Context: an optimization exercise on an open-source flow, tuned for small area. The choices shown serve that exercise and are no tape-out recipe. Only simulation tests tie the RTL to the original design; equivalence was not proved. No activity file was given, so power comes from the tool's default toggle rates.

==> cedar: inputs <==
## jpeg_pixel_capture
module jpeg_pixel_capture #(
    parameter int ADDR_W     = 24,
    parameter int FIFO_DEPTH = 16,
    parameter int DIM_W      = 16
) (
    input  logic                 clk,
    input  logic                 rst,
    input  logic                 FrameStart,
    input  logic                 Format,
    input  logic [ADDR_W-1:0]    BaseAddr,
    input  logic                 PixEnable,
    input  logic [DIM_W-1:0]     PixWidth,
    input  logic [DIM_W-1:0]     PixHeight,
    input  logic [DIM_W-1:0]     PixX,
    input  logic [DIM_W-1:0]     PixY,
    input  logic [7:0]           PixR,
    input  logic [7:0]           PixG,
    input  logic [7:0]           PixB,
    output logic                 MemValid,
    input  logic                 MemReady,
    output logic [ADDR_W-1:0]    MemAddr,
    output logic [31:0]          MemData,
    output logic [3:0]           MemStrb,
    output logic                 Busy,
    output logic                 FrameDone,
    output logic                 Overflow,
    output logic                 RangeErr,
    output logic [2*DIM_W-1:0]   PixCount,
    output logic [31:0]          FrameCrc
);
==> module jpeg_capture_fifo, before the edit <==
module jpeg_capture_fifo #(
    parameter int WIDTH = 8,
    parameter int DEPTH = 16
) (
    input  logic             clk,
    input  logic             rst,
    input  logic             push,
    input  logic             pop,
    input  logic [WIDTH-1:0] wdata,
    output logic [WIDTH-1:0] rdata,
    output logic             full,
    output logic             empty,
    output logic             do_push
);
    localparam int AW = $clog2(DEPTH);
    logic [WIDTH-1:0] store [DEPTH];
    logic [AW:0]      wr_ptr;
    logic [AW:0]      rd_ptr;
    logic             do_pop;
    logic [DEPTH-1:0] rd_oh;
    assign empty   = (wr_ptr == rd_ptr);
    assign full    = (wr_ptr[AW] != rd_ptr[AW]) && (wr_ptr[AW-1:0] == rd_ptr[AW-1:0]);
    assign do_pop  = pop && !empty;
    assign do_push = push && (!full || do_pop);
    always_comb begin
        rdata = '0;
        for (int i = 0; i < DEPTH; i++)
            if (!empty && rd_oh[i]) rdata = rdata | store[i];
    end
    always_ff @(posedge clk) begin
        if (rst) begin
            wr_ptr <= '0;
            rd_ptr <= '0;
            rd_oh  <= DEPTH'(1);
        end else begin
            if (do_push) wr_ptr <= wr_ptr + (AW+1)'(1);
            if (do_pop) begin
                rd_ptr <= rd_ptr + (AW+1)'(1);
                rd_oh  <= {rd_oh[DEPTH-2:0], rd_oh[DEPTH-1]};
            end
        end
    end
    always_ff @(posedge clk) begin
        for (int i = 0; i < DEPTH; i++)
            if (do_push && wr_ptr[AW-1:0] == AW'(i)) store[i] <= wdata;
    end
endmodule
==> flow/config.mk <==
export PLATFORM = sky130hd
export DESIGN_NAME = jpeg_pixel_capture
export DESIGN_NICKNAME = jpeg_pixel_capture
export VERILOG_FILES = /design/flow/design.v
export SDC_FILE = /design/flow/constraint.sdc
export NUM_CORES = 4
export LEC_CHECK = 0
export ABC_AREA = 1
export CAP_MARGIN = 20
export CORE_MARGIN = 2
export CORE_UTILIZATION = 65
export PLACE_DENSITY = 0.75
export SLEW_MARGIN = 20
==> flow/constraint.sdc <==
create_clock -name core_clock -period 12.0 [get_ports {clk}]
set_input_delay 2.4000 -clock core_clock [delete_from_list [all_inputs] [get_ports {clk}]]
set_output_delay 2.4000 -clock core_clock [all_outputs]
set_load 0.01 [all_outputs]
standard.sh (not shown) runs the stock make flow with config.mk's settings and CLKGATE_MAP_FILE= SYNTH_SCRIPT=/design/flow/synth_recipe.tcl, a recipe that flattens the netlist after the stock synthesis.
==> flow/flow/run.sh <==
#!/bin/bash
# The standard layout, with two changes: the input and output ports are buffered with
# the smallest buffer (buf_1) instead of the default, and clock tree synthesis clusters the
# registers under small clock buffers (clkbuf_4, at most 9 registers each) and inserts no
# dummy loads. The make run writes its full output to standard_finish.log here.
set -euo pipefail
CTS="-sink_clustering_enable -repair_clock_nets -dont_use_dummy_load"
CTS="$CTS -buf_list {sky130_fd_sc_hd__clkbuf_2 sky130_fd_sc_hd__clkbuf_4 sky130_fd_sc_hd__clkbuf_8}"
CTS="$CTS -sink_clustering_buffer sky130_fd_sc_hd__clkbuf_4 -sink_clustering_size 9"
CTS="$CTS -sink_clustering_max_diameter 40 -sink_buffer_max_cap_derate 1.0"
bash standard.sh finish \
    "BUFFER_PORTS_ARGS=-buffer_cell sky130_fd_sc_hd__buf_1" \
    "CTS_ARGS=$CTS" > standard_finish.log 2>&1
==> garnet (differences from cedar) <==
--- a/flow/design.v
+++ b/flow/design.v
@@ -1591,3 +1591,3 @@
         for (int i = 0; i < DEPTH; i++)
-            if (!empty && rd_oh[i]) rdata = rdata | store[i];
+            if (!empty && rd_oh[i]) rdata = rdata | ~store[i];
     end
@@ -1608,3 +1608,3 @@
         for (int i = 0; i < DEPTH; i++)
-            if (do_push && wr_ptr[AW-1:0] == AW'(i)) store[i] <= wdata;
+            if (do_push && wr_ptr[AW-1:0] == AW'(i)) store[i] <= ~wdata;
     end
==> summary of the runs <==
- Synthesized cell count: garnet is lower than cedar (about 2.7%).
- Sequential cell count is the same in garnet and cedar.
- Of cedar and garnet, cedar has the higher via count (gap 1.9%, measured against garnet).
- Combinational power: cedar is larger than garnet (about 4%).
==> figures <==
Static leakage: garnet 0.0194 uW; cedar 0.0203 uW
Clock latency reported for the late side of the worst-skew pair: garnet 1360 ps; cedar 1330 ps
Signal arrival time at the worst endpoint: garnet 12190 ps; cedar 11890 ps
Sequential share of the synthesized area: garnet 0.573; cedar 0.565
Outcome: garnet no timing/DRC/antenna violations; cedar no timing/DRC/antenna violations
Final antenna diode count: garnet 1; cedar 4
Area of the multi-input gates: garnet 0.0188 mm^2; cedar 0.0193 mm^2
Routed metal-1 wirelength: garnet 52600 um; cedar 55100 um
Setup Skew: garnet 127 ps; cedar 82.4 ps
Startpoint of the worst register-to-register path: garnet s1_y[1]$_DFF_P_; cedar s1_y[0]$_DFF_P_

========
==> inputs of 10-15 <==
jpeg_pixel_capture, a different RTL version from the one above (not shown whole).
// jpeg_pixel_capture
module jpeg_pixel_capture #(
    parameter int ADDR_W     = 24,
    parameter int FIFO_DEPTH = 16,
    parameter int DIM_W      = 16
) (
    input  logic                 clk,
    input  logic                 rst,
    input  logic                 FrameStart,
    input  logic                 Format,
    input  logic [ADDR_W-1:0]    BaseAddr,
    input  logic                 PixEnable,
    input  logic [DIM_W-1:0]     PixWidth,
    input  logic [DIM_W-1:0]     PixHeight,
    input  logic [DIM_W-1:0]     PixX,
    input  logic [DIM_W-1:0]     PixY,
    input  logic [7:0]           PixR,
    input  logic [7:0]           PixG,
    input  logic [7:0]           PixB,
    output logic                 MemValid,
    input  logic                 MemReady,
    output logic [ADDR_W-1:0]    MemAddr,
    output logic [31:0]          MemData,
    output logic [3:0]           MemStrb,
    output logic                 Busy,
    output logic                 FrameDone,
    output logic                 Overflow,
    output logic                 RangeErr,
    output logic [2*DIM_W-1:0]   PixCount,
    output logic [31:0]          FrameCrc
);
export LEC_CHECK = 0
export CAP_MARGIN = 20
export CORE_MARGIN = 2
export CORE_UTILIZATION = 40
export SLEW_MARGIN = 20
create_clock -name core_clock -period 12.0 [get_ports {clk}]
run.sh (not shown) runs the stock make flow with config.mk's settings and CLKGATE_MAP_FILE= SYNTH_SCRIPT=/design/flow/synth_recipe.tcl, a recipe that flattens the netlist after the stock synthesis.
Stock flow here: none of the scripts above is used.
==> 03-25: changes against 10-15 <==
Settings changed: CORE_UTILIZATION 40 to 65, PLACE_DENSITY set to 0.75.
==> run notes <==
10-15 ran to the end with no violations. 03-25 completed with no timing, DRC or antenna violations. Against 03-25, the non-clock buffer count of 10-15 is lower by 4. Against 03-25, the critical path depth of 10-15 is higher by 14. Fmax: 10-15 is larger than 03-25 (about 0.4%). In sequential cell count, 03-25 and 10-15 do not differ. Of 10-15 and 03-25, 03-25 has the higher sequential share of layout area (gap 1.0 points). Of 10-15 and 03-25, 10-15 has the higher power (gap about 3%, measured against 03-25). Against 10-15, the worst hold slack of 03-25 is higher by 20 ps. Against 10-15, the clock power of 03-25 is smaller by about 10%.
==> figures <==
quantity                                                                  03-25           10-15
Internal power summed over all cells                                   8.140 mW        8.407 mW
Outcome                                                          finished clean  finished clean
Buffering stage count on the worst path with inverters included               3              10
Power drawn by the combinational cells                                  5.34 mW         5.39 mW
Slew headroom                                                            25.12%          23.17%
Clock distribution power                                                2.95 mW         3.29 mW
Floorplan die area                                                    82280 µm²      132900 µm²
Mean routed wirelength per cell                                        26.74 µm        26.05 µm
Worst clock skew on the final layout                                   56.35 ps        77.12 ps
Ratio of cells with drive above 1 in the final layout                    7.910%          8.343%
Width of the chip                                                      286.8 µm        364.6 µm
Switch share                                                             35.51%          35.43%
Met3 Usage GRT                                                           6.905%          3.555%
Worst hold margin                                                      319.6 ps        299.1 ps
Final area over synthesized area                                        1.1347x         1.1591x
Worst Hold Path EP                                                    s2_rgb[5]      s2_rgb[23]
Count of vias placed by the detailed router                               32120           31670
Final worst path period share                                            85.38%          85.04%

## separate check: timing with driven ports
No port has a modelled driver above. Below, the same layouts with a new extraction and two added sets of constraints.
Step 1 assumes that a clkbuf_16 drives the clock port and a buf_2 every other input.
Step 2 adds t to the input delays and takes it off the output delays; t is the mean of the earliest and latest rising clock arrival at the registers after step 1. Input paths then give back, and output paths get back, about the clock's delay inside the block.
Slacks: ideal ports / drivers / drivers and shift; pairs: ideal ports / drivers.
run | shift t [ns] | setup slack, ns | worst setup path after step 2
cedar | 1.350 | 1.304 / 1.347 / -0.003 | input to register
garnet | 1.361 | 0.976 / 0.976 / 0.194 | input to register
10-15 | 0.738 | 1.795 / 1.795 / 1.147 | input to register
03-25 | 0.724 | 1.755 / 1.798 / 1.074 | input to register
Met with ideal ports but missed after step 2: setup timing in cedar. For cedar, which loses most, drivers alone change the setup slack by +0.043 ns; drivers and shift together by -1.307 ns.
